This is an optimization exercise on Yosys and OpenROAD, whose aim is small area, not a production implementation. In this exercise RTL edits were held to simulation tests only and were not proved equivalent to the original. No activity file was given, so power comes from the tool's default toggle rates.

## flow/flow/run.sh

```bash
#!/bin/bash
# The standard layout with the standard synthesis unchanged, with two changes:
#  - the port buffers are plain buf_1 cells (buffer_ports otherwise picks a delay-buffer cell)
#  - clock tree synthesis adds no dummy loads at the clock tree leaves
# The make output (every tool's log is also kept under orfs/logs) goes to standard.log.
set -euo pipefail
bash standard.sh \
  BUFFER_PORTS_ARGS="-buffer_cell sky130_fd_sc_hd__buf_1" \
  CTS_ARGS="-sink_clustering_enable -repair_clock_nets -dont_use_dummy_load -sink_clustering_size 24 -sink_clustering_max_diameter 80" \
  finish > standard.log 2>&1
```

## flow/design.v

```verilog
package valu_op_pkg;
  typedef enum logic [2:0] {
    VOP_MUL    = 3'b000,
    VOP_MULA   = 3'b001,
    VOP_MULTAC = 3'b010,
    VOP_ADD    = 3'b011,
    VOP_SUB    = 3'b100,
    VOP_ADDAC  = 3'b101,
    VOP_MTAC   = 3'b110
  } vop_e;
  localparam logic [2:0] VOP_ILLEGAL_CODE = 3'b111;
endpackage
package valu_ctrl_pkg;
  typedef enum logic {
    MODE_FULL = 1'b0,
    MODE_HALF = 1'b1
  } elem_mode_e;
  typedef enum logic [1:0] {
    ADDEND_ZERO  = 2'd0,
    ADDEND_B     = 2'd1,
    ADDEND_ACCUM = 2'd2
  } addend_sel_e;
  typedef struct packed {
    elem_mode_e  mode;
    addend_sel_e addend_sel;
    logic        negate_b;
  } add_ctrl_t;
  typedef struct packed {
    elem_mode_e mode;
    logic       saturate;
    logic       save_to_accum;
  } round_ctrl_t;
endpackage
import valu_op_pkg::*;
module valu_decode (
  input  logic [2:0] in_op,
  output logic       is_mul,
  output logic       add_b,
  output logic       neg_b,
  output logic       use_acc,
  output logic       save
);
  assign is_mul  = (in_op == VOP_MUL) || (in_op == VOP_MULA) || (in_op == VOP_MULTAC);
  assign add_b   = (in_op == VOP_ADD) || (in_op == VOP_SUB);
  assign neg_b   = (in_op == VOP_SUB);
  assign use_acc = (in_op == VOP_MULA) || (in_op == VOP_ADDAC);
  assign save    = (in_op == VOP_MULTAC) || (in_op == VOP_MTAC);
endmodule
module valu_fa (
  input  logic x,
  input  logic y,
  input  logic z,
  output logic s,
  output logic c
);
  assign s = x ^ y ^ z;
  assign c = (x & y) | (x & z) | (y & z);
endmodule
module valu_add (
  input  logic [15:0] a,
  input  logic [15:0] b,
  input  logic        half,
  input  logic        frac,
  input  logic        is_mul,
  input  logic        add_b,
  input  logic        neg_b,
  output logic [17:0] q
);
  logic mul;
  assign mul = is_mul;
  wire n1 = b[7] & ~half;
  wire n2 = a[0] & ~half;
  wire n3 = a[1] & ~half;
  wire n4 = a[2] & ~half;
  wire n5 = a[3] & ~half;
  wire n6 = a[4] & ~half;
  wire n7 = a[5] & ~half;
  wire n8 = a[6] & ~half;
  wire n9 = a[7] & ~half;
  wire n10 = a[8] & ~half;
  wire n11 = a[9] & ~half;
  wire n12 = a[10] & ~half;
  wire n13 = a[11] & ~half;
  wire n14 = a[12] & ~half;
  wire n15 = a[13] & ~half;
  wire n16 = a[14] & ~half;
  wire n17 = a[15] & ~half;
  wire n18 = half ? a[7] : a[8];
  wire n19 = ~half;
  wire n20 = mul ? (b[0] ^ 1'b0) : 1'b1;
  wire n21 = mul & ((b[1] & ~b[0] & ~1'b0) | (~b[1] & b[0] & 1'b0));
  wire n22 = mul & b[1];
  wire n23 = n22 ^ half;
  wire n24 = n22 & ~half;
  wire n25 = ((a[0] & n20) | (1'b0 & n21)) ^ n22;
  wire n26 = ((a[1] & n20) | (a[0] & n21)) ^ n22;
  wire n27 = ((a[2] & n20) | (a[1] & n21)) ^ n22;
  wire n28 = ((a[3] & n20) | (a[2] & n21)) ^ n22;
  wire n29 = ((a[4] & n20) | (a[3] & n21)) ^ n22;
  wire n30 = ((a[5] & n20) | (a[4] & n21)) ^ n22;
  wire n31 = ((a[6] & n20) | (a[5] & n21)) ^ n22;
  wire n32 = ((a[7] & n20) | (a[6] & n21)) ^ n22;
  wire n33 = ((n18 & n20) | (a[7] & n21)) ^ n23;
  wire n34 = ((n11 & n20) | (n10 & n21)) ^ n24;
  wire n35 = ((n12 & n20) | (n11 & n21)) ^ n24;
  wire n36 = ((n13 & n20) | (n12 & n21)) ^ n24;
  wire n37 = ((n14 & n20) | (n13 & n21)) ^ n24;
  wire n38 = ((n15 & n20) | (n14 & n21)) ^ n24;
  wire n39 = ((n16 & n20) | (n15 & n21)) ^ n24;
  wire n40 = ((n17 & n20) | (n16 & n21)) ^ n24;
  wire n41 = ~(((n17 & n20) | (n17 & n21)) ^ n24);
  wire n42 = mul & (b[2] ^ b[1]);
  wire n43 = mul & ((b[3] & ~b[2] & ~b[1]) | (~b[3] & b[2] & b[1]));
  wire n44 = mul & b[3];
  wire n45 = n44 ^ half;
  wire n46 = n44 & ~half;
  wire n47 = ((a[0] & n42) | (1'b0 & n43)) ^ n44;
  wire n48 = ((a[1] & n42) | (a[0] & n43)) ^ n44;
  wire n49 = ((a[2] & n42) | (a[1] & n43)) ^ n44;
  wire n50 = ((a[3] & n42) | (a[2] & n43)) ^ n44;
  wire n51 = ((a[4] & n42) | (a[3] & n43)) ^ n44;
  wire n52 = ((a[5] & n42) | (a[4] & n43)) ^ n44;
  wire n53 = ((a[6] & n42) | (a[5] & n43)) ^ n44;
  wire n54 = ((a[7] & n42) | (a[6] & n43)) ^ n44;
  wire n55 = ((n18 & n42) | (a[7] & n43)) ^ n45;
  wire n56 = ((n11 & n42) | (n10 & n43)) ^ n46;
  wire n57 = ((n12 & n42) | (n11 & n43)) ^ n46;
  wire n58 = ((n13 & n42) | (n12 & n43)) ^ n46;
  wire n59 = ((n14 & n42) | (n13 & n43)) ^ n46;
  wire n60 = ((n15 & n42) | (n14 & n43)) ^ n46;
  wire n61 = ((n16 & n42) | (n15 & n43)) ^ n46;
  wire n62 = ((n17 & n42) | (n16 & n43)) ^ n46;
  wire n63 = ~(((n17 & n42) | (n17 & n43)) ^ n46);
  wire n64 = mul & (b[4] ^ b[3]);
  wire n65 = mul & ((b[5] & ~b[4] & ~b[3]) | (~b[5] & b[4] & b[3]));
  wire n66 = mul & b[5];
  wire n67 = n66 ^ half;
  wire n68 = n66 & ~half;
  wire n69 = ((a[0] & n64) | (1'b0 & n65)) ^ n66;
  wire n70 = ((a[1] & n64) | (a[0] & n65)) ^ n66;
  wire n71 = ((a[2] & n64) | (a[1] & n65)) ^ n66;
  wire n72 = ((a[3] & n64) | (a[2] & n65)) ^ n66;
  wire n73 = ((a[4] & n64) | (a[3] & n65)) ^ n66;
  wire n74 = ((a[5] & n64) | (a[4] & n65)) ^ n66;
  wire n75 = ((a[6] & n64) | (a[5] & n65)) ^ n66;
  wire n76 = ((a[7] & n64) | (a[6] & n65)) ^ n66;
  wire n77 = ((n18 & n64) | (a[7] & n65)) ^ n67;
  wire n78 = ((n11 & n64) | (n10 & n65)) ^ n68;
  wire n79 = ((n12 & n64) | (n11 & n65)) ^ n68;
  wire n80 = ((n13 & n64) | (n12 & n65)) ^ n68;
  wire n81 = ((n14 & n64) | (n13 & n65)) ^ n68;
  wire n82 = ((n15 & n64) | (n14 & n65)) ^ n68;
  wire n83 = ((n16 & n64) | (n15 & n65)) ^ n68;
  wire n84 = ((n17 & n64) | (n16 & n65)) ^ n68;
  wire n85 = ~(((n17 & n64) | (n17 & n65)) ^ n68);
  wire n86 = mul & (b[6] ^ b[5]);
  wire n87 = mul & ((b[7] & ~b[6] & ~b[5]) | (~b[7] & b[6] & b[5]));
  wire n88 = mul & b[7];
  wire n89 = n88 ^ half;
  wire n90 = n88 & ~half;
  wire n91 = ((a[0] & n86) | (1'b0 & n87)) ^ n88;
  wire n92 = ((a[1] & n86) | (a[0] & n87)) ^ n88;
  wire n93 = ((a[2] & n86) | (a[1] & n87)) ^ n88;
  wire n94 = ((a[3] & n86) | (a[2] & n87)) ^ n88;
  wire n95 = ((a[4] & n86) | (a[3] & n87)) ^ n88;
  wire n96 = ((a[5] & n86) | (a[4] & n87)) ^ n88;
  wire n97 = ((a[6] & n86) | (a[5] & n87)) ^ n88;
  wire n98 = ((a[7] & n86) | (a[6] & n87)) ^ n88;
  wire n99 = ((n18 & n86) | (a[7] & n87)) ^ n89;
  wire n100 = ((n11 & n86) | (n10 & n87)) ^ n90;
  wire n101 = ((n12 & n86) | (n11 & n87)) ^ n90;
  wire n102 = ((n13 & n86) | (n12 & n87)) ^ n90;
  wire n103 = ((n14 & n86) | (n13 & n87)) ^ n90;
  wire n104 = ((n15 & n86) | (n14 & n87)) ^ n90;
  wire n105 = ((n16 & n86) | (n15 & n87)) ^ n90;
  wire n106 = ((n17 & n86) | (n16 & n87)) ^ n90;
  wire n107 = ~(((n17 & n86) | (n17 & n87)) ^ n90);
  wire n108 = mul ? (b[8] ^ n1) : half;
  wire n109 = mul & ((b[9] & ~b[8] & ~n1) | (~b[9] & b[8] & n1));
  wire n110 = mul & b[9];
  wire n111 = n110 & ~half;
  wire n112 = n110 & half;
  wire n113 = ((n2 & n108) | (1'b0 & n109)) ^ n111;
  wire n114 = ((n3 & n108) | (n2 & n109)) ^ n111;
  wire n115 = ((n4 & n108) | (n3 & n109)) ^ n111;
  wire n116 = ((n5 & n108) | (n4 & n109)) ^ n111;
  wire n117 = ((n6 & n108) | (n5 & n109)) ^ n111;
  wire n118 = ((n7 & n108) | (n6 & n109)) ^ n111;
  wire n119 = ((n8 & n108) | (n7 & n109)) ^ n111;
  wire n120 = ((n9 & n108) | (n8 & n109)) ^ n111;
  wire n121 = ((a[8] & n108) | (n9 & n109)) ^ n110;
  wire n122 = ((a[9] & n108) | (a[8] & n109)) ^ n110;
  wire n123 = ((a[10] & n108) | (a[9] & n109)) ^ n110;
  wire n124 = ((a[11] & n108) | (a[10] & n109)) ^ n110;
  wire n125 = ((a[12] & n108) | (a[11] & n109)) ^ n110;
  wire n126 = ((a[13] & n108) | (a[12] & n109)) ^ n110;
  wire n127 = ((a[14] & n108) | (a[13] & n109)) ^ n110;
  wire n128 = ((a[15] & n108) | (a[14] & n109)) ^ n110;
  wire n129 = ~(((a[15] & n108) | (a[15] & n109)) ^ n110);
  wire n130 = mul & (b[10] ^ b[9]);
  wire n131 = mul & ((b[11] & ~b[10] & ~b[9]) | (~b[11] & b[10] & b[9]));
  wire n132 = mul & b[11];
  wire n133 = n132 & ~half;
  wire n134 = n132 & half;
  wire n135 = ((n2 & n130) | (1'b0 & n131)) ^ n133;
  wire n136 = ((n3 & n130) | (n2 & n131)) ^ n133;
  wire n137 = ((n4 & n130) | (n3 & n131)) ^ n133;
  wire n138 = ((n5 & n130) | (n4 & n131)) ^ n133;
  wire n139 = ((n6 & n130) | (n5 & n131)) ^ n133;
  wire n140 = ((n7 & n130) | (n6 & n131)) ^ n133;
  wire n141 = ((n8 & n130) | (n7 & n131)) ^ n133;
  wire n142 = ((n9 & n130) | (n8 & n131)) ^ n133;
  wire n143 = ((a[8] & n130) | (n9 & n131)) ^ n132;
  wire n144 = ((a[9] & n130) | (a[8] & n131)) ^ n132;
  wire n145 = ((a[10] & n130) | (a[9] & n131)) ^ n132;
  wire n146 = ((a[11] & n130) | (a[10] & n131)) ^ n132;
  wire n147 = ((a[12] & n130) | (a[11] & n131)) ^ n132;
  wire n148 = ((a[13] & n130) | (a[12] & n131)) ^ n132;
  wire n149 = ((a[14] & n130) | (a[13] & n131)) ^ n132;
  wire n150 = ((a[15] & n130) | (a[14] & n131)) ^ n132;
  wire n151 = ~(((a[15] & n130) | (a[15] & n131)) ^ n132);
  wire n152 = mul & (b[12] ^ b[11]);
  wire n153 = mul & ((b[13] & ~b[12] & ~b[11]) | (~b[13] & b[12] & b[11]));
  wire n154 = mul & b[13];
  wire n155 = n154 & ~half;
  wire n156 = n154 & half;
  wire n157 = ((n2 & n152) | (1'b0 & n153)) ^ n155;
  wire n158 = ((n3 & n152) | (n2 & n153)) ^ n155;
  wire n159 = ((n4 & n152) | (n3 & n153)) ^ n155;
  wire n160 = ((n5 & n152) | (n4 & n153)) ^ n155;
  wire n161 = ((n6 & n152) | (n5 & n153)) ^ n155;
  wire n162 = ((n7 & n152) | (n6 & n153)) ^ n155;
  wire n163 = ((n8 & n152) | (n7 & n153)) ^ n155;
  wire n164 = ((n9 & n152) | (n8 & n153)) ^ n155;
  wire n165 = ((a[8] & n152) | (n9 & n153)) ^ n154;
  wire n166 = ((a[9] & n152) | (a[8] & n153)) ^ n154;
  wire n167 = ((a[10] & n152) | (a[9] & n153)) ^ n154;
  wire n168 = ((a[11] & n152) | (a[10] & n153)) ^ n154;
  wire n169 = ((a[12] & n152) | (a[11] & n153)) ^ n154;
  wire n170 = ((a[13] & n152) | (a[12] & n153)) ^ n154;
  wire n171 = ((a[14] & n152) | (a[13] & n153)) ^ n154;
  wire n172 = ((a[15] & n152) | (a[14] & n153)) ^ n154;
  wire n173 = ~(((a[15] & n152) | (a[15] & n153)) ^ n154);
  wire n174 = mul & (b[14] ^ b[13]);
  wire n175 = mul & ((b[15] & ~b[14] & ~b[13]) | (~b[15] & b[14] & b[13]));
  wire n176 = mul & b[15];
  wire n177 = n176 & ~half;
  wire n178 = n176 & half;
  wire n179 = ((n2 & n174) | (1'b0 & n175)) ^ n177;
  wire n180 = ((n3 & n174) | (n2 & n175)) ^ n177;
  wire n181 = ((n4 & n174) | (n3 & n175)) ^ n177;
  wire n182 = ((n5 & n174) | (n4 & n175)) ^ n177;
  wire n183 = ((n6 & n174) | (n5 & n175)) ^ n177;
  wire n184 = ((n7 & n174) | (n6 & n175)) ^ n177;
  wire n185 = ((n8 & n174) | (n7 & n175)) ^ n177;
  wire n186 = ((n9 & n174) | (n8 & n175)) ^ n177;
  wire n187 = ((a[8] & n174) | (n9 & n175)) ^ n176;
  wire n188 = ((a[9] & n174) | (a[8] & n175)) ^ n176;
  wire n189 = ((a[10] & n174) | (a[9] & n175)) ^ n176;
  wire n190 = ((a[11] & n174) | (a[10] & n175)) ^ n176;
  wire n191 = ((a[12] & n174) | (a[11] & n175)) ^ n176;
  wire n192 = ((a[13] & n174) | (a[12] & n175)) ^ n176;
  wire n193 = ((a[14] & n174) | (a[13] & n175)) ^ n176;
  wire n194 = ((a[15] & n174) | (a[14] & n175)) ^ n176;
  wire n195 = ~(((a[15] & n174) | (a[15] & n175)) ^ n176);
  wire n196 = add_b & (b[0] ^ neg_b);
  wire n197 = add_b & (b[1] ^ neg_b);
  wire n198 = add_b & (b[2] ^ neg_b);
  wire n199 = add_b & (b[3] ^ neg_b);
  wire n200 = add_b & (b[4] ^ neg_b);
  wire n201 = add_b & (b[5] ^ neg_b);
  wire n202 = add_b & (b[6] ^ neg_b);
  wire n203 = add_b & (b[7] ^ neg_b);
  wire n204 = add_b & ((half ? b[7] : b[8]) ^ neg_b);
  wire n205 = add_b & (b[9] ^ neg_b);
  wire n206 = add_b & (b[10] ^ neg_b);
  wire n207 = add_b & (b[11] ^ neg_b);
  wire n208 = add_b & (b[12] ^ neg_b);
  wire n209 = add_b & (b[13] ^ neg_b);
  wire n210 = add_b & (b[14] ^ neg_b);
  wire n211 = add_b & (b[15] ^ neg_b);
  wire n212 = add_b & ((half ? b[8] : b[15]) ^ neg_b);
  wire n213 = add_b & (b[9] ^ neg_b);
  wire n214 = add_b & (b[10] ^ neg_b);
  wire n215 = add_b & (b[11] ^ neg_b);
  wire n216 = add_b & (b[12] ^ neg_b);
  wire n217 = add_b & (b[13] ^ neg_b);
  wire n218 = add_b & (b[14] ^ neg_b);
  wire n219 = add_b & (b[15] ^ neg_b);
  wire n220 = add_b & (b[15] ^ neg_b);
  wire n221 = neg_b & half;
  wire n222, n223;
  valu_fa fa_n222 (.x(neg_b), .y(n22), .z(n196), .s(n222), .c(n223));
  wire n224, n225;
  valu_fa fa_n224 (.x(n197), .y(n26), .z(n223), .s(n224), .c(n225));
  wire n226, n227;
  valu_fa fa_n226 (.x(n44), .y(n198), .z(n27), .s(n226), .c(n227));
  wire n228, n229;
  valu_fa fa_n228 (.x(n47), .y(n226), .z(n225), .s(n228), .c(n229));
  wire n230, n231;
  valu_fa fa_n230 (.x(n199), .y(n28), .z(n48), .s(n230), .c(n231));
  wire n232, n233;
  valu_fa fa_n232 (.x(n227), .y(n230), .z(n229), .s(n232), .c(n233));
  wire n234, n235;
  valu_fa fa_n234 (.x(n66), .y(n200), .z(n29), .s(n234), .c(n235));
  wire n236, n237;
  valu_fa fa_n236 (.x(n49), .y(n69), .z(n231), .s(n236), .c(n237));
  wire n238, n239;
  valu_fa fa_n238 (.x(n234), .y(n236), .z(n233), .s(n238), .c(n239));
  wire n240, n241;
  valu_fa fa_n240 (.x(n201), .y(n30), .z(n50), .s(n240), .c(n241));
  wire n242, n243;
  valu_fa fa_n242 (.x(n70), .y(n235), .z(n240), .s(n242), .c(n243));
  wire n244, n245;
  valu_fa fa_n244 (.x(n237), .y(n242), .z(n239), .s(n244), .c(n245));
  wire n246, n247;
  valu_fa fa_n246 (.x(n88), .y(n202), .z(n31), .s(n246), .c(n247));
  wire n248, n249;
  valu_fa fa_n248 (.x(n51), .y(n71), .z(n91), .s(n248), .c(n249));
  wire n250, n251;
  valu_fa fa_n250 (.x(n241), .y(n246), .z(n248), .s(n250), .c(n251));
  wire n252, n253;
  valu_fa fa_n252 (.x(n243), .y(n250), .z(n245), .s(n252), .c(n253));
  wire n254, n255;
  valu_fa fa_n254 (.x(n203), .y(n32), .z(n52), .s(n254), .c(n255));
  wire n256, n257;
  valu_fa fa_n256 (.x(n72), .y(n92), .z(n247), .s(n256), .c(n257));
  wire n258, n259;
  valu_fa fa_n258 (.x(n249), .y(n254), .z(n251), .s(n258), .c(n259));
  wire n260, n261;
  valu_fa fa_n260 (.x(n256), .y(n258), .z(n253), .s(n260), .c(n261));
  wire n262, n263;
  valu_fa fa_n262 (.x(half), .y(n111), .z(n204), .s(n262), .c(n263));
  wire n264, n265;
  valu_fa fa_n264 (.x(n53), .y(n73), .z(n93), .s(n264), .c(n265));
  wire n266, n267;
  valu_fa fa_n266 (.x(n33), .y(n113), .z(n262), .s(n266), .c(n267));
  wire n268, n269;
  valu_fa fa_n268 (.x(n255), .y(n264), .z(n266), .s(n268), .c(n269));
  wire n270, n271;
  valu_fa fa_n270 (.x(n257), .y(n268), .z(n259), .s(n270), .c(n271));
  wire n272, n273;
  valu_fa fa_n272 (.x(half), .y(n205), .z(n54), .s(n272), .c(n273));
  wire n274, n275;
  valu_fa fa_n274 (.x(n74), .y(n94), .z(n34), .s(n274), .c(n275));
  wire n276, n277;
  valu_fa fa_n276 (.x(n114), .y(n263), .z(n265), .s(n276), .c(n277));
  wire n278, n279;
  valu_fa fa_n278 (.x(n272), .y(n274), .z(n267), .s(n278), .c(n279));
  wire n280, n281;
  valu_fa fa_n280 (.x(n276), .y(n269), .z(n278), .s(n280), .c(n281));
  wire n282, n283;
  valu_fa fa_n282 (.x(n133), .y(n206), .z(n75), .s(n282), .c(n283));
  wire n284, n285;
  valu_fa fa_n284 (.x(n95), .y(n35), .z(n55), .s(n284), .c(n285));
  wire n286, n287;
  valu_fa fa_n286 (.x(n115), .y(n135), .z(n273), .s(n286), .c(n287));
  wire n288, n289;
  valu_fa fa_n288 (.x(n275), .y(n282), .z(n284), .s(n288), .c(n289));
  wire n290, n291;
  valu_fa fa_n290 (.x(n277), .y(n286), .z(n279), .s(n290), .c(n291));
  wire n292, n293;
  valu_fa fa_n292 (.x(n288), .y(n290), .z(n281), .s(n292), .c(n293));
  wire n294, n295;
  valu_fa fa_n294 (.x(half), .y(n207), .z(n76), .s(n294), .c(n295));
  wire n296, n297;
  valu_fa fa_n296 (.x(n96), .y(n36), .z(n56), .s(n296), .c(n297));
  wire n298, n299;
  valu_fa fa_n298 (.x(n116), .y(n136), .z(n283), .s(n298), .c(n299));
  wire n300, n301;
  valu_fa fa_n300 (.x(n285), .y(n294), .z(n296), .s(n300), .c(n301));
  wire n302, n303;
  valu_fa fa_n302 (.x(n287), .y(n298), .z(n289), .s(n302), .c(n303));
  wire n304, n305;
  valu_fa fa_n304 (.x(n300), .y(n291), .z(n302), .s(n304), .c(n305));
  wire n306, n307;
  valu_fa fa_n306 (.x(n155), .y(n208), .z(n97), .s(n306), .c(n307));
  wire n308, n309;
  valu_fa fa_n308 (.x(n37), .y(n57), .z(n77), .s(n308), .c(n309));
  wire n310, n311;
  valu_fa fa_n310 (.x(n117), .y(n137), .z(n157), .s(n310), .c(n311));
  wire n312, n313;
  valu_fa fa_n312 (.x(n295), .y(n297), .z(n306), .s(n312), .c(n313));
  wire n314, n315;
  valu_fa fa_n314 (.x(n308), .y(n310), .z(n299), .s(n314), .c(n315));
  wire n316, n317;
  valu_fa fa_n316 (.x(n301), .y(n312), .z(n314), .s(n316), .c(n317));
  wire n318, n319;
  valu_fa fa_n318 (.x(n303), .y(n316), .z(n305), .s(n318), .c(n319));
  wire n320, n321;
  valu_fa fa_n320 (.x(half), .y(n209), .z(n98), .s(n320), .c(n321));
  wire n322, n323;
  valu_fa fa_n322 (.x(n38), .y(n58), .z(n78), .s(n322), .c(n323));
  wire n324, n325;
  valu_fa fa_n324 (.x(n118), .y(n138), .z(n158), .s(n324), .c(n325));
  wire n326, n327;
  valu_fa fa_n326 (.x(n307), .y(n309), .z(n311), .s(n326), .c(n327));
  wire n328, n329;
  valu_fa fa_n328 (.x(n320), .y(n322), .z(n324), .s(n328), .c(n329));
  wire n330, n331;
  valu_fa fa_n330 (.x(n313), .y(n326), .z(n328), .s(n330), .c(n331));
  wire n332, n333;
  valu_fa fa_n332 (.x(n315), .y(n330), .z(n317), .s(n332), .c(n333));
  wire n334, n335;
  valu_fa fa_n334 (.x(n177), .y(n210), .z(n39), .s(n334), .c(n335));
  wire n336, n337;
  valu_fa fa_n336 (.x(n59), .y(n79), .z(n99), .s(n336), .c(n337));
  wire n338, n339;
  valu_fa fa_n338 (.x(n119), .y(n139), .z(n159), .s(n338), .c(n339));
  wire n340, n341;
  valu_fa fa_n340 (.x(n179), .y(n321), .z(n323), .s(n340), .c(n341));
  wire n342, n343;
  valu_fa fa_n342 (.x(n325), .y(n334), .z(n336), .s(n342), .c(n343));
  wire n344, n345;
  valu_fa fa_n344 (.x(n338), .y(n327), .z(n329), .s(n344), .c(n345));
  wire n346, n347;
  valu_fa fa_n346 (.x(n340), .y(n342), .z(n331), .s(n346), .c(n347));
  wire n348, n349;
  valu_fa fa_n348 (.x(n344), .y(n346), .z(n333), .s(n348), .c(n349));
  wire n350, n351;
  valu_fa fa_n350 (.x(half), .y(n211), .z(n40), .s(n350), .c(n351));
  wire n352 = n351 & ~half;
  wire n353, n354;
  valu_fa fa_n353 (.x(n60), .y(n80), .z(n100), .s(n353), .c(n354));
  wire n355 = n354 & ~half;
  wire n356, n357;
  valu_fa fa_n356 (.x(n120), .y(n140), .z(n160), .s(n356), .c(n357));
  wire n358 = n357 & ~half;
  wire n359, n360;
  valu_fa fa_n359 (.x(n180), .y(n335), .z(n337), .s(n359), .c(n360));
  wire n361 = n360 & ~half;
  wire n362, n363;
  valu_fa fa_n362 (.x(n339), .y(n350), .z(n353), .s(n362), .c(n363));
  wire n364 = n363 & ~half;
  wire n365, n366;
  valu_fa fa_n365 (.x(n356), .y(n341), .z(n343), .s(n365), .c(n366));
  wire n367 = n366 & ~half;
  wire n368, n369;
  valu_fa fa_n368 (.x(n359), .y(n362), .z(n345), .s(n368), .c(n369));
  wire n370 = n369 & ~half;
  wire n371, n372;
  valu_fa fa_n371 (.x(n365), .y(n347), .z(n368), .s(n371), .c(n372));
  wire n373 = n372 & ~half;
  wire n374 = ~(n221 ^ n112);
  wire n375 = n221 | n112;
  wire n376, n377;
  valu_fa fa_n376 (.x(n212), .y(n41), .z(n61), .s(n376), .c(n377));
  wire n378, n379;
  valu_fa fa_n378 (.x(n81), .y(n101), .z(n121), .s(n378), .c(n379));
  wire n380, n381;
  valu_fa fa_n380 (.x(n141), .y(n161), .z(n181), .s(n380), .c(n381));
  wire n382, n383;
  valu_fa fa_n382 (.x(n374), .y(n376), .z(n378), .s(n382), .c(n383));
  wire n384, n385;
  valu_fa fa_n384 (.x(n380), .y(n352), .z(n355), .s(n384), .c(n385));
  wire n386, n387;
  valu_fa fa_n386 (.x(n358), .y(n382), .z(n361), .s(n386), .c(n387));
  wire n388, n389;
  valu_fa fa_n388 (.x(n364), .y(n384), .z(n386), .s(n388), .c(n389));
  wire n390, n391;
  valu_fa fa_n390 (.x(n367), .y(n370), .z(n388), .s(n390), .c(n391));
  wire n392 = ~(n213 ^ n122);
  wire n393 = n213 | n122;
  wire n394, n395;
  valu_fa fa_n394 (.x(n375), .y(n62), .z(n82), .s(n394), .c(n395));
  wire n396, n397;
  valu_fa fa_n396 (.x(n102), .y(n142), .z(n162), .s(n396), .c(n397));
  wire n398, n399;
  valu_fa fa_n398 (.x(n182), .y(n377), .z(n379), .s(n398), .c(n399));
  wire n400, n401;
  valu_fa fa_n400 (.x(n381), .y(n392), .z(n394), .s(n400), .c(n401));
  wire n402, n403;
  valu_fa fa_n402 (.x(n396), .y(n383), .z(n398), .s(n402), .c(n403));
  wire n404, n405;
  valu_fa fa_n404 (.x(n400), .y(n385), .z(n402), .s(n404), .c(n405));
  wire n406, n407;
  valu_fa fa_n406 (.x(n387), .y(n404), .z(n389), .s(n406), .c(n407));
  wire n408, n409;
  valu_fa fa_n408 (.x(n134), .y(n214), .z(n123), .s(n408), .c(n409));
  wire n410, n411;
  valu_fa fa_n410 (.x(n63), .y(n83), .z(n103), .s(n410), .c(n411));
  wire n412, n413;
  valu_fa fa_n412 (.x(n143), .y(n163), .z(n183), .s(n412), .c(n413));
  wire n414, n415;
  valu_fa fa_n414 (.x(n393), .y(n395), .z(n397), .s(n414), .c(n415));
  wire n416, n417;
  valu_fa fa_n416 (.x(n408), .y(n410), .z(n412), .s(n416), .c(n417));
  wire n418, n419;
  valu_fa fa_n418 (.x(n399), .y(n401), .z(n414), .s(n418), .c(n419));
  wire n420, n421;
  valu_fa fa_n420 (.x(n416), .y(n403), .z(n418), .s(n420), .c(n421));
  wire n422, n423;
  valu_fa fa_n422 (.x(n405), .y(n420), .z(n407), .s(n422), .c(n423));
  wire n424 = ~(n215 ^ n124);
  wire n425 = n215 | n124;
  wire n426, n427;
  valu_fa fa_n426 (.x(n144), .y(n84), .z(n104), .s(n426), .c(n427));
  wire n428, n429;
  valu_fa fa_n428 (.x(n164), .y(n184), .z(n409), .s(n428), .c(n429));
  wire n430, n431;
  valu_fa fa_n430 (.x(n411), .y(n413), .z(n424), .s(n430), .c(n431));
  wire n432, n433;
  valu_fa fa_n432 (.x(n426), .y(n415), .z(n428), .s(n432), .c(n433));
  wire n434, n435;
  valu_fa fa_n434 (.x(n417), .y(n430), .z(n419), .s(n434), .c(n435));
  wire n436, n437;
  valu_fa fa_n436 (.x(n432), .y(n421), .z(n434), .s(n436), .c(n437));
  wire n438, n439;
  valu_fa fa_n438 (.x(n156), .y(n216), .z(n125), .s(n438), .c(n439));
  wire n440, n441;
  valu_fa fa_n440 (.x(n145), .y(n85), .z(n105), .s(n440), .c(n441));
  wire n442, n443;
  valu_fa fa_n442 (.x(n165), .y(n185), .z(n425), .s(n442), .c(n443));
  wire n444, n445;
  valu_fa fa_n444 (.x(n427), .y(n438), .z(n440), .s(n444), .c(n445));
  wire n446, n447;
  valu_fa fa_n446 (.x(n429), .y(n431), .z(n442), .s(n446), .c(n447));
  wire n448, n449;
  valu_fa fa_n448 (.x(n444), .y(n433), .z(n446), .s(n448), .c(n449));
  wire n450, n451;
  valu_fa fa_n450 (.x(n435), .y(n448), .z(n437), .s(n450), .c(n451));
  wire n452 = ~(n217 ^ n126);
  wire n453 = n217 | n126;
  wire n454, n455;
  valu_fa fa_n454 (.x(n146), .y(n166), .z(n106), .s(n454), .c(n455));
  wire n456, n457;
  valu_fa fa_n456 (.x(n186), .y(n439), .z(n441), .s(n456), .c(n457));
  wire n458, n459;
  valu_fa fa_n458 (.x(n452), .y(n454), .z(n443), .s(n458), .c(n459));
  wire n460, n461;
  valu_fa fa_n460 (.x(n445), .y(n456), .z(n447), .s(n460), .c(n461));
  wire n462, n463;
  valu_fa fa_n462 (.x(n458), .y(n460), .z(n449), .s(n462), .c(n463));
  wire n464, n465;
  valu_fa fa_n464 (.x(n178), .y(n218), .z(n127), .s(n464), .c(n465));
  wire n466, n467;
  valu_fa fa_n466 (.x(n147), .y(n167), .z(n107), .s(n466), .c(n467));
  wire n468, n469;
  valu_fa fa_n468 (.x(n187), .y(n453), .z(n455), .s(n468), .c(n469));
  wire n470, n471;
  valu_fa fa_n470 (.x(n464), .y(n466), .z(n457), .s(n470), .c(n471));
  wire n472, n473;
  valu_fa fa_n472 (.x(n468), .y(n459), .z(n470), .s(n472), .c(n473));
  wire n474, n475;
  valu_fa fa_n474 (.x(n461), .y(n472), .z(n463), .s(n474), .c(n475));
  wire n476 = ~(n219 ^ n128);
  wire n477 = n219 | n128;
  wire n478, n479;
  valu_fa fa_n478 (.x(n148), .y(n168), .z(n188), .s(n478), .c(n479));
  wire n480, n481;
  valu_fa fa_n480 (.x(n465), .y(n467), .z(n476), .s(n480), .c(n481));
  wire n482, n483;
  valu_fa fa_n482 (.x(n478), .y(n469), .z(n480), .s(n482), .c(n483));
  wire n484, n485;
  valu_fa fa_n484 (.x(n471), .y(n482), .z(n473), .s(n484), .c(n485));
  wire n486, n487;
  valu_fa fa_n486 (.x(n220), .y(n129), .z(n149), .s(n486), .c(n487));
  wire n488, n489;
  valu_fa fa_n488 (.x(n169), .y(n189), .z(n477), .s(n488), .c(n489));
  wire n490, n491;
  valu_fa fa_n490 (.x(n479), .y(n486), .z(n481), .s(n490), .c(n491));
  wire n492, n493;
  valu_fa fa_n492 (.x(n488), .y(n483), .z(n490), .s(n492), .c(n493));
  wire n494 = ~(n150 ^ n170);
  wire n495 = n150 | n170;
  wire n496, n497;
  valu_fa fa_n496 (.x(n190), .y(n487), .z(n494), .s(n496), .c(n497));
  wire n498, n499;
  valu_fa fa_n498 (.x(n489), .y(n496), .z(n491), .s(n498), .c(n499));
  wire n500, n501;
  valu_fa fa_n500 (.x(n151), .y(n171), .z(n191), .s(n500), .c(n501));
  wire n502, n503;
  valu_fa fa_n502 (.x(n495), .y(n500), .z(n497), .s(n502), .c(n503));
  wire n504 = ~(n172 ^ n192);
  wire n505 = n172 | n192;
  wire n506, n507;
  valu_fa fa_n506 (.x(n501), .y(n504), .z(n503), .s(n506), .c(n507));
  wire n508, n509;
  valu_fa fa_n508 (.x(n173), .y(n193), .z(n505), .s(n508), .c(n509));
  wire n510 = ~(n194 ^ n509);
  wire n511 = n194 | n509;
  wire n512 = n25 ^ n222;
  wire n513 = n25 & n222;
  wire n514 = n224 ^ n513;
  wire n515 = n224 & n513;
  wire n516 = n228 ^ n515;
  wire n517 = n228 & n515;
  wire n518 = n232 ^ n517;
  wire n519 = n232 & n517;
  wire n520 = n238 ^ n519;
  wire n521 = n238 & n519;
  wire n522 = n244 ^ n521;
  wire n523 = n244 & n521;
  wire n524 = n252 & 1'b0;
  wire n525 = n252 ^ 1'b0;
  wire n526 = n260 & 1'b0;
  wire n527 = n260 ^ 1'b0;
  wire n528 = n261 & n270;
  wire n529 = n261 ^ n270;
  wire n530 = n271 & n280;
  wire n531 = n271 ^ n280;
  wire n532 = n292 & 1'b0;
  wire n533 = n292 ^ 1'b0;
  wire n534 = n293 & n304;
  wire n535 = n293 ^ n304;
  wire n536 = n318 & 1'b0;
  wire n537 = n318 ^ 1'b0;
  wire n538 = n319 & n332;
  wire n539 = n319 ^ n332;
  wire n540 = n348 & 1'b0;
  wire n541 = n348 ^ 1'b0;
  wire n542 = n349 & n371;
  wire n543 = n349 ^ n371;
  wire n544 = n542 & ~half;
  wire n545 = n543 & ~half;
  wire n546 = n373 & n390;
  wire n547 = n373 ^ n390;
  wire n548 = n391 & n406;
  wire n549 = n391 ^ n406;
  wire n550 = n422 & 1'b0;
  wire n551 = n422 ^ 1'b0;
  wire n552 = n423 & n436;
  wire n553 = n423 ^ n436;
  wire n554 = n450 & 1'b0;
  wire n555 = n450 ^ 1'b0;
  wire n556 = n451 & n462;
  wire n557 = n451 ^ n462;
  wire n558 = n474 & 1'b0;
  wire n559 = n474 ^ 1'b0;
  wire n560 = n475 & n484;
  wire n561 = n475 ^ n484;
  wire n562 = n485 & n492;
  wire n563 = n485 ^ n492;
  wire n564 = n493 & n498;
  wire n565 = n493 ^ n498;
  wire n566 = n499 & n502;
  wire n567 = n499 ^ n502;
  wire n568 = n506 & 1'b0;
  wire n569 = n506 ^ 1'b0;
  wire n570 = n507 & n508;
  wire n571 = n507 ^ n508;
  wire n572 = n510 & 1'b0;
  wire n573 = n510 ^ 1'b0;
  wire n574 = n195 & n511;
  wire n575 = n195 ^ n511;
  wire n576 = 1'b1 & 1'b0;
  wire n577 = 1'b1 ^ 1'b0;
  wire n578 = n524 | (n525 & n523);
  wire n579 = n526 | (n527 & n578);
  wire n580 = n527 & n525;
  wire n581 = n530 | (n531 & n528);
  wire n582 = n531 & n529;
  wire n583 = n534 | (n535 & n532);
  wire n584 = n535 & n533;
  wire n585 = n538 | (n539 & n536);
  wire n586 = n539 & n537;
  wire n587 = n544 | (n545 & n540);
  wire n588 = n545 & n541;
  wire n589 = n548 | (n549 & n546);
  wire n590 = n549 & n547;
  wire n591 = n552 | (n553 & n550);
  wire n592 = n553 & n551;
  wire n593 = n556 | (n557 & n554);
  wire n594 = n557 & n555;
  wire n595 = n560 | (n561 & n558);
  wire n596 = n561 & n559;
  wire n597 = n564 | (n565 & n562);
  wire n598 = n565 & n563;
  wire n599 = n568 | (n569 & n566);
  wire n600 = n569 & n567;
  wire n601 = n572 | (n573 & n570);
  wire n602 = n573 & n571;
  wire n603 = n576 | (n577 & n574);
  wire n604 = n577 & n575;
  wire n605 = n528 | (n529 & n579);
  wire n606 = n529 & n580;
  wire n607 = n581 | (n582 & n579);
  wire n608 = n582 & n580;
  wire n609 = n536 | (n537 & n583);
  wire n610 = n537 & n584;
  wire n611 = n585 | (n586 & n583);
  wire n612 = n586 & n584;
  wire n613 = n546 | (n547 & n587);
  wire n614 = n547 & n588;
  wire n615 = n589 | (n590 & n587);
  wire n616 = n590 & n588;
  wire n617 = n554 | (n555 & n591);
  wire n618 = n555 & n592;
  wire n619 = n593 | (n594 & n591);
  wire n620 = n594 & n592;
  wire n621 = n562 | (n563 & n595);
  wire n622 = n563 & n596;
  wire n623 = n597 | (n598 & n595);
  wire n624 = n598 & n596;
  wire n625 = n570 | (n571 & n599);
  wire n626 = n571 & n600;
  wire n627 = n601 | (n602 & n599);
  wire n628 = n602 & n600;
  wire n629 = n532 | (n533 & n607);
  wire n630 = n533 & n608;
  wire n631 = n583 | (n584 & n607);
  wire n632 = n584 & n608;
  wire n633 = n609 | (n610 & n607);
  wire n634 = n610 & n608;
  wire n635 = n611 | (n612 & n607);
  wire n636 = n612 & n608;
  wire n637 = n550 | (n551 & n615);
  wire n638 = n551 & n616;
  wire n639 = n591 | (n592 & n615);
  wire n640 = n592 & n616;
  wire n641 = n617 | (n618 & n615);
  wire n642 = n618 & n616;
  wire n643 = n619 | (n620 & n615);
  wire n644 = n620 & n616;
  wire n645 = n566 | (n567 & n623);
  wire n646 = n567 & n624;
  wire n647 = n599 | (n600 & n623);
  wire n648 = n600 & n624;
  wire n649 = n625 | (n626 & n623);
  wire n650 = n626 & n624;
  wire n651 = n627 | (n628 & n623);
  wire n652 = n628 & n624;
  wire n653 = n540 | (n541 & n635);
  wire n654 = n541 & n636;
  wire n655 = n587 | (n588 & n635);
  wire n656 = n588 & n636;
  wire n657 = n613 | (n614 & n635);
  wire n658 = n614 & n636;
  wire n659 = n615 | (n616 & n635);
  wire n660 = n616 & n636;
  wire n661 = n637 | (n638 & n635);
  wire n662 = n638 & n636;
  wire n663 = n639 | (n640 & n635);
  wire n664 = n640 & n636;
  wire n665 = n641 | (n642 & n635);
  wire n666 = n642 & n636;
  wire n667 = n643 | (n644 & n635);
  wire n668 = n644 & n636;
  wire n669 = n574 | (n575 & n651);
  wire n670 = n575 & n652;
  wire n671 = n603 | (n604 & n651);
  wire n672 = n604 & n652;
  wire n673 = n558 | (n559 & n667);
  wire n674 = n559 & n668;
  wire n675 = n595 | (n596 & n667);
  wire n676 = n596 & n668;
  wire n677 = n621 | (n622 & n667);
  wire n678 = n622 & n668;
  wire n679 = n623 | (n624 & n667);
  wire n680 = n624 & n668;
  wire n681 = n645 | (n646 & n667);
  wire n682 = n646 & n668;
  wire n683 = n647 | (n648 & n667);
  wire n684 = n648 & n668;
  wire n685 = n649 | (n650 & n667);
  wire n686 = n650 & n668;
  wire n687 = n651 | (n652 & n667);
  wire n688 = n652 & n668;
  wire n689 = n669 | (n670 & n667);
  wire n690 = n670 & n668;
  wire n691 = n671 | (n672 & n667);
  wire n692 = n672 & n668;
  wire n693 = n525 ^ n523;
  wire n694 = n527 ^ n578;
  wire n695 = n529 ^ n579;
  wire n696 = n531 ^ n605;
  wire n697 = n533 ^ n607;
  wire n698 = n535 ^ n629;
  wire n699 = n537 ^ n631;
  wire n700 = n539 ^ n633;
  wire n701 = n541 ^ n635;
  wire n702 = n543 ^ n653;
  wire n703 = n547 ^ n655;
  wire n704 = n549 ^ n657;
  wire n705 = n551 ^ n659;
  wire n706 = n553 ^ n661;
  wire n707 = n555 ^ n663;
  wire n708 = n557 ^ n665;
  wire n709 = n559 ^ n667;
  wire n710 = n561 ^ n673;
  wire n711 = n563 ^ n675;
  wire n712 = n565 ^ n677;
  wire n713 = n567 ^ n679;
  wire n714 = n569 ^ n681;
  wire n715 = n571 ^ n683;
  wire n716 = n573 ^ n685;
  wire n717 = n575 ^ n687;
  wire n718 = n577 ^ n689;
  logic [31:0] p;
  assign p = {n718, n717, n716, n715, n714, n713, n712, n711, n710, n709, n708, n707, n706, n705, n704, n703, n702, n701, n700, n699, n698, n697, n696, n695, n694, n693, n522, n520, n518, n516, n514, n512};
  logic shift;
  assign shift = is_mul && frac;
  always_comb begin
    for (int k = 0; k < 8; k++) begin
      if (shift) q[k] = half ? p[7+k] : p[15+k];
      else       q[k] = p[k];
      if (shift)     q[9+k] = p[23+k];
      else if (half) q[9+k] = p[16+k];
      else           q[9+k] = p[8+k];
    end
    if (!half)      q[8] = 1'b1;
    else if (shift) q[8] = p[15];
    else            q[8] = p[8];
    if (is_mul)     q[17] = p[31];
    else if (half)  q[17] = p[24];
    else            q[17] = p[16];
  end
endmodule
module valu_round (
  input  logic [17:0] q,
  input  logic [15:0] acc,
  input  logic        use_acc,
  input  logic        half,
  input  logic        frac,
  output logic [15:0] r
);
  logic [17:0] d;
  logic [17:0] s;
  logic [18:0] c;
  logic        sat_hi, sat_lo;
  assign d = {acc[15], acc[15:8], half & acc[7], acc[7:0]} & {18{use_acc}};
  assign c[0] = 1'b0;
  assign s[0] = q[0] ^ d[0];
  assign c[1] = q[0] & d[0];
  for (genvar i = 1; i < 18; i++) begin : g_bit
    if (i == 8) begin : g_top
      assign s[i] = q[i] ^ d[i] ^ c[i];
    end else begin : g_fa
      valu_fa valu_fa_i (.x(q[i]), .y(d[i]), .z(c[i]), .s(s[i]), .c(c[i+1]));
    end
  end
  logic [7:0] gg, pp;
  logic [3:0] g2, p2;
  logic [1:0] g4;
  assign gg = q[7:0] & d[7:0];
  assign pp = q[7:0] | d[7:0];
  for (genvar k = 0; k < 4; k++) begin : g_la2
    assign g2[k] = gg[2*k+1] | (pp[2*k+1] & gg[2*k]);
    assign p2[k] = pp[2*k+1] & pp[2*k];
  end
  assign g4[0] = g2[1] | (p2[1] & g2[0]);
  assign g4[1] = g2[3] | (p2[3] & g2[2]);
  assign c[9]  = ~half & (g4[1] | (p2[3] & p2[2] & g4[0]));
  assign sat_hi = frac && (s[17] != s[16]);
  assign sat_lo = frac && (s[8] != s[7]);
  always_comb begin
    r[15:8] = sat_hi ? {s[17], {7{~s[17]}}} : s[16:9];
    if (half) r[7:0] = sat_lo ? {s[8], {7{~s[8]}}} : s[7:0];
    else      r[7:0] = sat_hi ? {8{~s[17]}} : s[7:0];
  end
endmodule
import valu_op_pkg::*;
module valu_top (
  input  logic                   clk,
  input  logic                   reset,
  input  logic                   in_valid,
  input  valu_op_pkg::vop_e      in_op,
  input  logic                   in_frac,
  input  logic                   in_half,
  input  logic [(4 * 16)-1:0] in_a,
  input  logic [(4 * 16)-1:0] in_b,
  output logic                   result_valid,
  output logic [(4 * 16)-1:0] result
);
  logic [63:0]     a0, b0;
  logic            frac0, half0;
  logic            is_mul, add_b, neg_b, use_acc, save;
  logic            mul0, add_b0, neg_b0, use_acc0, save0;
  logic [4*18-1:0] q_next, q1;
  logic [63:0]     r_next, r2;
  logic [63:0]     acc;
  logic            v0, v1, v2;
  logic            frac1, half1, acc1, save1;
  valu_decode valu_decode_i (.in_op, .is_mul, .add_b, .neg_b, .use_acc, .save);
  for (genvar l = 0; l < 4; l++) begin : g_lane
    valu_add valu_add_i (
      .a(a0[16*l +: 16]), .b(b0[16*l +: 16]), .half(half0), .frac(frac0),
      .is_mul(mul0), .add_b(add_b0), .neg_b(neg_b0), .q(q_next[18*l +: 18])
    );
    valu_round valu_round_i (
      .q(q1[18*l +: 18]), .acc(acc[16*l +: 16]), .use_acc(acc1), .half(half1), .frac(frac1),
      .r(r_next[16*l +: 16])
    );
  end
  always_ff @(posedge clk or posedge reset) begin
    if (reset) begin
      v0           <= 1'b0;
      v1           <= 1'b0;
      v2           <= 1'b0;
      result_valid <= 1'b0;
      acc          <= '0;
    end else begin
      v0           <= in_valid;
      v1           <= v0;
      v2           <= v1;
      result_valid <= v2;
      if (v1 && save1) acc <= r_next;
    end
  end
  always_ff @(posedge clk) begin
    a0     <= in_a;
    b0     <= in_b;
    mul0     <= is_mul;
    add_b0   <= add_b;
    neg_b0   <= neg_b;
    use_acc0 <= use_acc;
    save0    <= save;
    frac0  <= in_frac;
    half0  <= in_half;
    q1     <= q_next;
    frac1  <= frac0;
    half1  <= half0;
    acc1   <= use_acc0;
    save1  <= save0;
    r2     <= r_next;
    result <= r2;
  end
endmodule
```

## flow/config.mk

```make
export PLATFORM = sky130hd
export DESIGN_NAME = valu_top
export DESIGN_NICKNAME = valu_top
export VERILOG_FILES = /design/flow/design.v
export SDC_FILE = /design/flow/constraint.sdc
export NUM_CORES = 4
export LEC_CHECK = 0
export ABC_AREA = 1
export CAP_MARGIN = 20
export CORE_MARGIN = 2
export CORE_UTILIZATION = 40
export SLEW_MARGIN = 20
export SYNTH_HIERARCHICAL = 1
```

## flow/constraint.sdc

```tcl
create_clock -name core_clock -period 7.0 [get_ports {clk}]
set_input_delay 1.4000 -clock core_clock [delete_from_list [all_inputs] [get_ports {clk}]]
set_output_delay 1.4000 -clock core_clock [all_outputs]
set_load 0.01 [all_outputs]
```

## flow/standard.sh

```bash
#!/bin/bash
# synth_recipe.tcl (not shown) runs the flow's synth.tcl, then flattens the netlist and writes it again
# the make line also repeats each setting of config.mk as NAME=value (left out here)
make -C /OpenROAD-flow-scripts/flow DESIGN_CONFIG=/design/flow/config.mk WORK_HOME=/design/flow/orfs CLKGATE_MAP_FILE= SYNTH_SCRIPT=/design/flow/synth_recipe.tcl "${@:-finish}"
```

==> qor.yml, run 1 <==
cts:
  cts-htree-levels: 2
  numCtsBuffers: 36
  clkSlewWorstSetupHoldPaths_ns: 0.08
  cts-root-buf: "clkbuf_16"
  clk_latency_ns: 0.62
  cts_resized: 0
  post_cts_buffers: 0
  cts.sinks: 407
  postCtsHoldBufs: 0
  cts_buffer_depth: 3
  cts_tree: "yes"
worst_hold_path:
  whs_endpoint: "result[28]"
  hold_path_class: "register to register"
  min_from: "r2[28]"
  hold_path_depth: 0
sta:
  hold_violations: 0
  slew_headroom_pct: 24.9
  period_needed_ns: 6.53
  fmax_mhz: 153
  setup_viol: 0
  rsz0062_at_grt: "false"
  fin_ws_ns: 0.471
  skew_ns: 0.0508
  tightestPinTransition_ns: 1.13
  finalCritPeriodShare_pct: 93.3
  whs_ns: 0.315
  timing.setup.tns_ns: 0
  slew_viol_final: 0
logic_synthesis:
  synth_cells: 4924
  synthFlopType: "dfxtp_1"
  yosysWarnings: 9
  synth_nets: 5816
  synth_largest_area_cell: "fa_1"
  netlist_top_cells_area: "fa_1 (28%), dfxtp_1 (16%), xor2_1 (11%)"
  synthArstFlopShare_pct: 16.7
  synth-edff-count: 0
  synth.distinct_cells: 41
  ys_ff_latch: 407
  synth_seq_area_share_pct: 19.8
  synth_top_area_share_pct: 28.0
  synth_area_um2: 42900
  syn_area_per_cell_um2: 8.71
cells_and_area:
  n_fill_cell: 10700
  area_delta_synth_final_pct: 7.14
  antenna_cells: 0
  final_common_cell: "nand2_1"
  drive_above_1_share_pct: 8.20
  fin_nets: 5994
  final_cell_mix: "nand2_1 (886), fa_1 (600), xor2_1 (544), inv_1 (508), o22ai_1 (464)"
die:
  initial_core_util_pct: 40.2
  die_width_um: 331
  io_pins: 201
  die_area_um2: 110000
  fp.coreArea_um2: 107000
  row_count: 120
  die_y_um: 331
global_route:
  grt_overflow_total: 0
  grtUsageMet1_pct: 33.2
  use_met2_pct: 36.7
  grt_max_degree: 67
  antenna_found_initial: 1
  use_met3_pct: 3.74
  grt_pass1_wl_um: 204000
  grt.busiest_layer: "met2"
  grt_pass1_vias: 34600
  grt_usage_pct: 23.5
drt:
  first_pass_iters: 6
  via_per_inst: 5.37
  drc: 0
  wl_per_cell_um: 20.0
  wirelength_um: 130000
  final_antenna_net_count: 0
  drt_iter0_markers: 3351
  vias: 34900
placement:
  hpwl_um: 103000
  dp_slack_ns: 0.342
  portBuffers: 200
  gp_congestion: 0.967
pwr:
  peakVddDrop_uv: 241
  p_leak_nw: 23.2
  fin_total_pwr_mw: 19.3
  powerDensity_nw_per_um2: 420
outcome:
  status: "complete, no violations"
worst_setup_path:
  r2r-start: "mul0"
  cp-end-kind: "register"
  cp_max_fo: 22
  r2r_slack_ns: 0.47
  worstPathRequired_ns: 7.53
  r2r_end: "q1[52]"
  critical_path_class: "register to register"
  cp_data_arrival_time_ns: 7.06
  critPathLaunchType: "register"
  worstRegToRegCells: 26
run:
  maxCapViolations: 0
power by group:
part / total, mW / switching (mW) / leakage, nW / internal (mW)
Clock: 1.79 / 0.890 / 0.444 / 0.903
Sequential: 3.73 / 0.503 / 3.70 / 3.23
Combinational: 13.8 / 8.37 / 19.1 / 5.40
Total: 19.3 / 9.77 / 23.2 / 9.54
sequential cells by signal (all words and copies together) (netlist names), 64 cells and up:
register  cells
a0           64
acc          64
b0           64
q1           72
r2           64
result       64
synth_stat cells, types with 32 or more instances:
library cell and n:
a21oi_1 173, buf_2 32, buf_6 60, clkbuf_1 44, dfrtp_1 68, dfxtp_1 339
fa_1 600, ha_1 156, inv_1 509, inv_2 116, nand2_1 886, nand2_2 37
nand3_1 218, nor2_1 243, o21ai_0 172, o22ai_1 464, xnor2_1 36, xor2_1 544
per-module statistics from Yosys (local to each module, per instance):
module | area (um2) | copies in the design | cells
valu_decode | 43.8 | 1 | 11
valu_fa | 20.0 | 596 | 1
valu_round | 653 | 4 | 151
valu_add | 4690 | 4 | 773
valu_top | 9560 | 1 | 621
kinds of logic after synthesis:
kind of cell	share of synthesized area (%)
AND/OR/NAND/NOR	15.0
AO/OA/AOI/OAI	12.0
flip-flops	19.8
XOR/XNOR	11.8
adder cells (fa/ha/maj)	32.6
buffers and inverters	8.75
worst max-delay path by stage:
stage,from,endpoint,slack (ns),cells after the start
after detailed placement,mul0,q1[52],0.34,26
after global placement,mul0,q1[52],0.41,26
after global routing,half0,q1[34],0.003,27
after CTS,mul0,q1[52],0.33,26
final,mul0,q1[52],0.47,26
after floorplan,half0,q1[16],0.36,26
area by class of cell:
type                    count  area [um2]  area share [%]
well taps                1403        1760            3.82
multi-input cells        3692       30700            66.7
repair buffers            328        1740            3.78
inverters                 637        2400            5.23
flip-flops and latches    407        8510            18.5
clock buffers              36         901            1.96
stage by stage:
stage | cell area (um2) | instances | util, %
after floorplan | 42900 | 4924 | -
after global placement | 45000 | 6467 | 42.2
after detailed placement | 45000 | 6467 | 42.2
after CTS | 46000 | 6503 | 43.0
after global routing | 46000 | 6503 | 43.0
final | 46000 | 6503 | 43.0
routing by layer:
layer / up-vias / part of all wire (%) / wire (um)
met5: - / 0 / 0
met4: 0 / 3.7 / 4800
met3: 247 / 7.6 / 9940
met2: 1452 / 45 / 58100
met1: 17000 / 44 / 57400
li1: 16200 / - / -
worst max-delay path, stage by stage (launching register included):
cell	delay (ns)
dfxtp_4	0.58
buf_12	0.27
buf_4	0.19
nand2_2	0.17
nor2_1	0.25
a31oi_4	0.13
o22ai_1	0.22
xor2_1	0.24
fa_1	0.47
fa_1	0.44
fa_1	0.57
fa_1	0.45
fa_1	0.46
fa_1	0.40
ha_1	0.32
nand2_1	0.10
nor2_1	0.15
inv_1	0.06
nor2_1	0.10
nand2_1	0.07
nand2_2	0.14
ha_1	0.18
xor2_1	0.18
nand2_1	0.07
nand2_1	0.07
nand2_1	0.04
o21ai_1	0.09
==> inputs of run 2 (changes only) <==
--- a/flow/flow/run.sh
+++ b/flow/flow/run.sh
@@ -6,5 +6,5 @@
 set -euo pipefail
 bash standard.sh \
   BUFFER_PORTS_ARGS="-buffer_cell sky130_fd_sc_hd__buf_1" \
-  CTS_ARGS="-sink_clustering_enable -repair_clock_nets -dont_use_dummy_load -sink_clustering_size 24 -sink_clustering_max_diameter 80" \
+  CTS_ARGS="-sink_clustering_enable -repair_clock_nets -dont_use_dummy_load -sink_clustering_size 32 -sink_clustering_max_diameter 90" \
   finish > standard.log 2>&1
==> qor.yml, run 2 <==
logic_synthesis:
  synth_largest_area_cell: "fa_1"
  yosys-top-cells-count: "nand2_1 (886), fa_1 (600), xor2_1 (544), inv_1 (509), o22ai_1 (464)"
  synth_top_area_share_pct: 28.0
  ys_ff_latch: 407
  synthArstFlopShare_pct: 16.7
  synth_area_um2: 42900
  syn_area_per_cell_um2: 8.71
  yosys.cell_count.top_type: "nand2_1"
  synth_cells: 4924
  synth-edff-count: 0
  synth.distinct_cells: 41
  synth_nets: 5816
  yosysWarnings: 9
  synth_seq_area_share_pct: 19.8
  synthFlopType: "dfxtp_1"
  netlist_top_cells_area: "fa_1 (28%), dfxtp_1 (16%), xor2_1 (11%)"
run:
  maxCapViolations: 0
sta:
  timing.setup.tns_ns: 0
  tightestPinTransition_ns: 1.12
  rsz0062_at_grt: "false"
  slew_viol_final: 0
  skew_ns: 0.0640
  hold_violations: 0
  whs_ns: 0.311
  slew_headroom_pct: 25.3
  fin_ws_ns: 0.481
  fmax_mhz: 153
  period_needed_ns: 6.52
  finalCritPeriodShare_pct: 93.1
  setup_viol: 0
drt:
  via_per_inst: 5.35
  final_antenna_net_count: 0
  drc: 0
  drt_iter0_markers: 3342
  wirelength_um: 130000
  wl_per_cell_um: 19.9
  vias: 34800
  first_pass_iters: 6
pwr:
  peakVddDrop_uv: 245
  intPower_mw: 9.40
  fin_total_pwr_mw: 19.1
  p_sw_share_pct: 50.8
  pwr-share-seq_pct: 19.5
  powerDensity_nw_per_um2: 417
  switchingPower_mw: 9.70
  clock_power_share_pct: 8.4
  p_leak_nw: 23.2
  p_comb_share_pct: 72.1
cts:
  clk_latency_ns: 0.67
  cts-root-buf: "clkbuf_16"
  numCtsBuffers: 31
  cts-htree-levels: 1
  cts.sinks: 407
  postCtsHoldBufs: 0
  clkSlewWorstSetupHoldPaths_ns: 0.09
  cts_buffer_depth: 3
  cts_tree: "yes"
placement:
  hpwl_um: 103000
  gp_congestion: 0.967
  dp_slack_ns: 0.342
  placed_area_um2: 45000
  portBuffers: 200
cells_and_area:
  final_cell_area_um2: 45900
  multi_input_area_um2: 30700
  final_common_cell: "nand2_1"
  regArea_um2: 8510
  drive_above_1_share_pct: 8.16
  final_cell_mix: "nand2_1 (886), fa_1 (600), xor2_1 (544), inv_1 (508), o22ai_1 (464)"
  regMostFlops: "q1"
  largest_reg_flops: 72
  fin_nets: 5992
  n_fill_cell: 10700
  antenna_cells: 0
  area_delta_synth_final_pct: 6.94
worst_setup_path:
  cp_max_fo: 28
  critPathLaunchType: "register"
  critical_path_class: "register to register"
  worstPathRequired_ns: 7.58
  cp-end-kind: "register"
  cp_data_arrival_time_ns: 7.10
die:
  die_area_um2: 110000
  initial_core_util_pct: 40.2
  die_y_um: 331
  io_pins: 201
  row_count: 120
  fp.coreArea_um2: 107000
  die_width_um: 331
global_route:
  grt_pass1_wl_um: 203000
  antenna_found_initial: 1
  grt_usage_pct: 23.4
  grt_pass1_vias: 34500
  grt_overflow_total: 0
  grt_max_degree: 67
worst_hold_path:
  hold_path_class: "register to register"
outcome:
  status: "complete, no violations"
## run 2: cell counts after synthesis
Identical to the previous run, type by type.
## run 2: critical path: stages (launching register included)
cell and delay [ns]:
dfxtp_4 0.49, buf_4 0.41, nor2_1 0.22, a31oi_4 0.52
o22ai_1 0.20, xor2_1 0.20, fa_1 0.51, fa_1 0.44
fa_1 0.59, fa_1 0.45, fa_1 0.47, fa_1 0.41
ha_1 0.32, nand2_1 0.09, nor2_1 0.13, inv_1 0.05
nor2_1 0.09, nand2_1 0.07, nand2_2 0.13, ha_1 0.18
xor2_1 0.18, nand2_1 0.07, nand2_1 0.07, nand2_1 0.05
o21ai_1 0.09
## run 2: through the flow
stage | cells | utilization, %
detailed placement | 6467 | 42.2
global placement | 6467 | 42.2
global route | 6501 | 43.0
floorplan | 4924 | -
CTS | 6498 | 42.9
finish | 6501 | 43.0
## run 2: modules after synthesis, one instance, submodules excluded
module	area, um2	flip-flops and latches
valu_top	9560	407
valu_add	4690	0
valu_decode	43.8	0
valu_fa	20.0	0
valu_round	653	0
## run 2: kinds of logic (layout without fill, tap and decap cells)
family	Yosys count	after routing	synth area share, %
AND/OR/NAND/NOR	1479	1479	15.0
AO/OA/AOI/OAI	877	877	12.0
buffers and inverters	825	999	8.75
adder cells (fa/ha/maj)	756	756	32.6
XOR/XNOR	580	580	11.8
flip-flops	407	407	19.8
## run 2: worst paths after layout
kind                         endpoint  cells past startpoint   start  slack (ns)
setup / recovery               q1[16]                     24   half0        0.48
hold / removal             result[28]                      0  r2[28]        0.31
setup reg to reg               q1[16]                     24   half0        0.48
hold reg to reg            result[28]                      0  r2[28]        0.31
max in group asynchronous     acc[60]                      3   reset        5.23
min in group asynchronous          v0                      2   reset        0.58
## run 2: repair_timing
| item | 4_1_cts | 5_1_grt |
|---|---|---|
| setup buffers | 0 | 3 |
| setup endpoints to repair | 0 | 8 |
| resized for setup | 0 | 3 |
## run 2: power by group through the flow
stage               clock, mW  sequential (mW)  combinational, mW
floorplan                   0             3.66               10.1
detailed placement          0             3.78               13.7
global route             1.77             3.81               15.7
finish                   1.61             3.73               13.8
global placement            0             3.78               13.6
CTS                      1.70             3.74               13.8
## run 2: area by class of cell
class / count / share of cell area (%)
multi-input cells: 3692 / 66.8
flip-flops and latches: 407 / 18.5
inverters: 637 / 5.24
repair buffers: 331 / 3.87
well taps: 1403 / 3.83
clock buffers: 31 / 1.69
## run 2: routing by layer
layer	wire [um]	track usage, %	vias up
met5	0	0	-
met4	4290	7.28	0
met3	10200	3.48	210
met2	58100	36.6	1430
met1	57000	33.2	16900
li1	-	-	16300
==> inputs of run 3 (changes only) <==
--- a/flow/flow/run.sh
+++ b/flow/flow/run.sh
@@ -6,5 +6,5 @@
 set -euo pipefail
 bash standard.sh \
   BUFFER_PORTS_ARGS="-buffer_cell sky130_fd_sc_hd__buf_1" \
-  CTS_ARGS="-sink_clustering_enable -repair_clock_nets -dont_use_dummy_load -sink_clustering_size 32 -sink_clustering_max_diameter 90" \
+  CTS_ARGS="-sink_clustering_enable -repair_clock_nets -dont_use_dummy_load -sink_clustering_size 28 -sink_clustering_max_diameter 110" \
   finish > standard.log 2>&1
==> qor.yml, run 3 <==
cts:
  clkSlewWorstSetupHoldPaths_ns: 0.11
  cts-htree-levels: 1
  cts.sinks: 407
  cts_tree: "yes"
  cts_buffer_depth: 3
  cts-root-buf: "clkbuf_16"
  numCtsBuffers: 24
  clk_latency_ns: 0.63
  postCtsHoldBufs: 0
drt:
  wl_per_cell_um: 19.9
  drt_iter0_markers: 3314
  vias: 34800
  wirelength_um: 129000
  via_per_inst: 5.37
  first_pass_iters: 8
  drc: 0
  final_antenna_net_count: 0
logic_synthesis:
  synth_nets: 5816
  synth_top_family_by_area: "adder cells"
  syn_area_per_cell_um2: 8.71
  synth_largest_area_cell: "fa_1"
  synthFlopType: "dfxtp_1"
  synth_cells: 4924
  synth.distinct_cells: 41
  yosys.cell_count.top_type: "nand2_1"
  muxShareOfSynthArea_pct: 0
  yosysWarnings: 9
  ys_ff_latch: 407
  yosys-top-cells-count: "nand2_1 (886), fa_1 (600), xor2_1 (544), inv_1 (509), o22ai_1 (464)"
  synth_seq_area_share_pct: 19.8
  synth_top_area_share_pct: 28.0
  netlist_top_cells_area: "fa_1 (28%), dfxtp_1 (16%), xor2_1 (11%)"
  synth_compound_area_share_pct: 12.0
  synth-xor-area-share_pct: 11.8
  synth-edff-count: 0
  yosys.area_share.simple_pct: 15.0
  synth_fa_ha_area_share_pct: 32.6
  synth_area_um2: 42900
  synthArstFlopShare_pct: 16.7
global_route:
  grt_pass1_vias: 34500
  antenna_found_initial: 1
  grt_overflow_total: 0
  grt_max_degree: 67
  grt_pass1_wl_um: 203000
  grt_usage_pct: 23.3
cells_and_area:
  regArea_um2: 8510
  final_cell_mix: "nand2_1 (886), fa_1 (600), xor2_1 (544), inv_1 (508), o22ai_1 (464)"
  n_fill_cell: 10700
  area_delta_synth_final_pct: 6.51
  regMostFlops: "q1"
  antenna_cells: 0
  final_util_pct: 42.8
  final_cell_area_um2: 45700
  multi_input_area_um2: 30700
  drive_above_1_share_pct: 8.02
  final_common_cell: "nand2_1"
  fin_nets: 5984
  largest_reg_flops: 72
  final_cells: 6493
sta:
  fin_ws_ns: 0.489
  slew_viol_final: 0
  rsz0062_at_grt: "false"
  hold_violations: 0
  slew_headroom_pct: 24.0
  period_needed_ns: 6.51
  fmax_mhz: 154
  skew_ns: 0.0636
  tightestPinTransition_ns: 1.14
  timing.setup.tns_ns: 0
  finalCritPeriodShare_pct: 93.0
  setup_viol: 0
  whs_ns: 0.327
placement:
  gp_congestion: 0.967
  portBuffers: 200
  dp_slack_ns: 0.342
  dp.cells: 6467
  placed_area_um2: 45000
  hpwl_um: 103000
pwr:
  fin_total_pwr_mw: 18.9
  powerDensity_nw_per_um2: 414
  peakVddDrop_uv: 245
  pwr-share-seq_pct: 19.7
  p_leak_nw: 23.1
  p_comb_share_pct: 72.8
  intPower_mw: 9.24
  p_sw_share_pct: 51.2
  clock_power_share_pct: 7.5
  switchingPower_mw: 9.68
die:
  fp.coreArea_um2: 107000
  initial_core_util_pct: 40.2
  io_pins: 201
  die_y_um: 331
  row_count: 120
  die_width_um: 331
  die_area_um2: 110000
worst_setup_path:
  cpLargestDelayFamily: "adder cells"
  cp_max_fo: 28
  cp-end-kind: "register"
  critPathBufInv: 2
  critical_path_class: "register to register"
  slowest_stage: "fa_1"
  r2r_slack_ns: 0.49
  cp_data_arrival_time_ns: 7.07
  path_common_cell: "fa_1"
  critPathLaunchType: "register"
  max_stage_delay_ns: 0.59
  crit_chain: "buf_4, nor2_1, a31oi_4, o22ai_1, xor2_1, fa_1, fa_1, fa_1, fa_1, fa_1, fa_1, ha_1, nand2_1, nor2_1, inv_1, nor2_1, nand2_1, nand2_2, ha_1, xor2_1, nand2_1, nand2_1, nand2_1, o21ai_1"
  worstPathRequired_ns: 7.56
run:
  maxCapViolations: 0
outcome:
  status: "complete, no violations"
worst_hold_path:
  hold_path_class: "register to register"
run 3: area by class of cell:
type	instances	area share (%)
well taps	1403	3.84
flip-flops and latches	407	18.6
inverters	637	5.26
multi-input cells	3692	67.1
repair buffers	330	3.86
clock buffers	24	1.31
run 3: final timing paths:
check	startpoint	endpoint	depth (start not counted)
max	half0	q1[16]	24
min	r2[27]	result[27]	0
max reg2reg	half0	q1[16]	24
min reg2reg	r2[27]	result[27]	0
max in group asynchronous	reset	acc[33]	3
min in group asynchronous	reset	acc[14]	2
run 3: power by group through the flow:
stage               combinational [mW]  sequential (mW)  clock, mW
finish                            13.8             3.73       1.41
global route                      15.7             3.81       1.57
CTS                               13.8             3.74       1.50
detailed placement                13.7             3.78          0
global placement                  13.6             3.78          0
floorplan                         10.1             3.66          0
run 3: cells by family after synthesis:
group                    Yosys count
AND/OR/NAND/NOR                 1479
AO/OA/AOI/OAI                    877
buffers and inverters            825
adder cells (fa/ha/maj)          756
XOR/XNOR                         580
flip-flops                       407
run 3: modules after synthesis (local to each module, per instance):
module | flip-flops and latches | cell area, um2
valu_add | 0 | 4690
valu_decode | 0 | 43.8
valu_fa | 0 | 20.0
valu_round | 0 | 653
valu_top | 407 | 9560
run 3: repair_timing:
item	in CTS	in global routing
buffers inserted	0	2
endpoints found under the setup margin	0	5
gates resized for setup	0	1
run 3: worst register-to-register path: cells and delay by family, from the launching register on:
family          cells  cell delay (ns)
fa+ha+maj           8             3.36
compound gates      3             0.83
flops               1             0.49
buf+inv             2             0.47
simple gates        9             0.93
xor+xnor            2             0.38
run 3: routing by layer:
| layer | part of all wire (%) | vias to the layer above | track usage [%] |
|---|---|---|---|
| met3 | 7.4 | 218 | 3.25 |
| met5 | 0 | - | 0 |
| met2 | 45 | 1447 | 36.7 |
| met4 | 3.3 | 0 | 7.18 |
| li1 | - | 16200 | - |
| met1 | 44 | 17000 | 33.3 |

## port drivers added, routing unchanged
The results above use ideal ports. As a check the final layouts listed here were re-extracted and re-timed, cells and wires unchanged.
Step 1 sets driving cells, clkbuf_16 on the clock port and buf_2 on the other inputs (assumed; they add their load-dependent delay and slew).
Step 2 moves the port delays by t, midway between the first and last clock arrival at a register: inputs arrive t later, outputs are due t later. That takes back most of the time a late clock gives input paths.
a / b / c = no drivers / after step 1 / after step 2; a / b = the first two.
| run | shift t [ns] | setup slack, ns | worst slew at a driven data input, ns |
|---|---|---|---|
| run 1 | 0.666 | 0.471 / 0.471 / 0.471 | 0.05 |
| run 2 | 0.700 | 0.481 / 0.481 / 0.481 | 0.05 |
| run 3 | 0.666 | 0.489 / 0.489 / 0.489 | 0.05 |
After both steps every run listed still meets setup and hold.
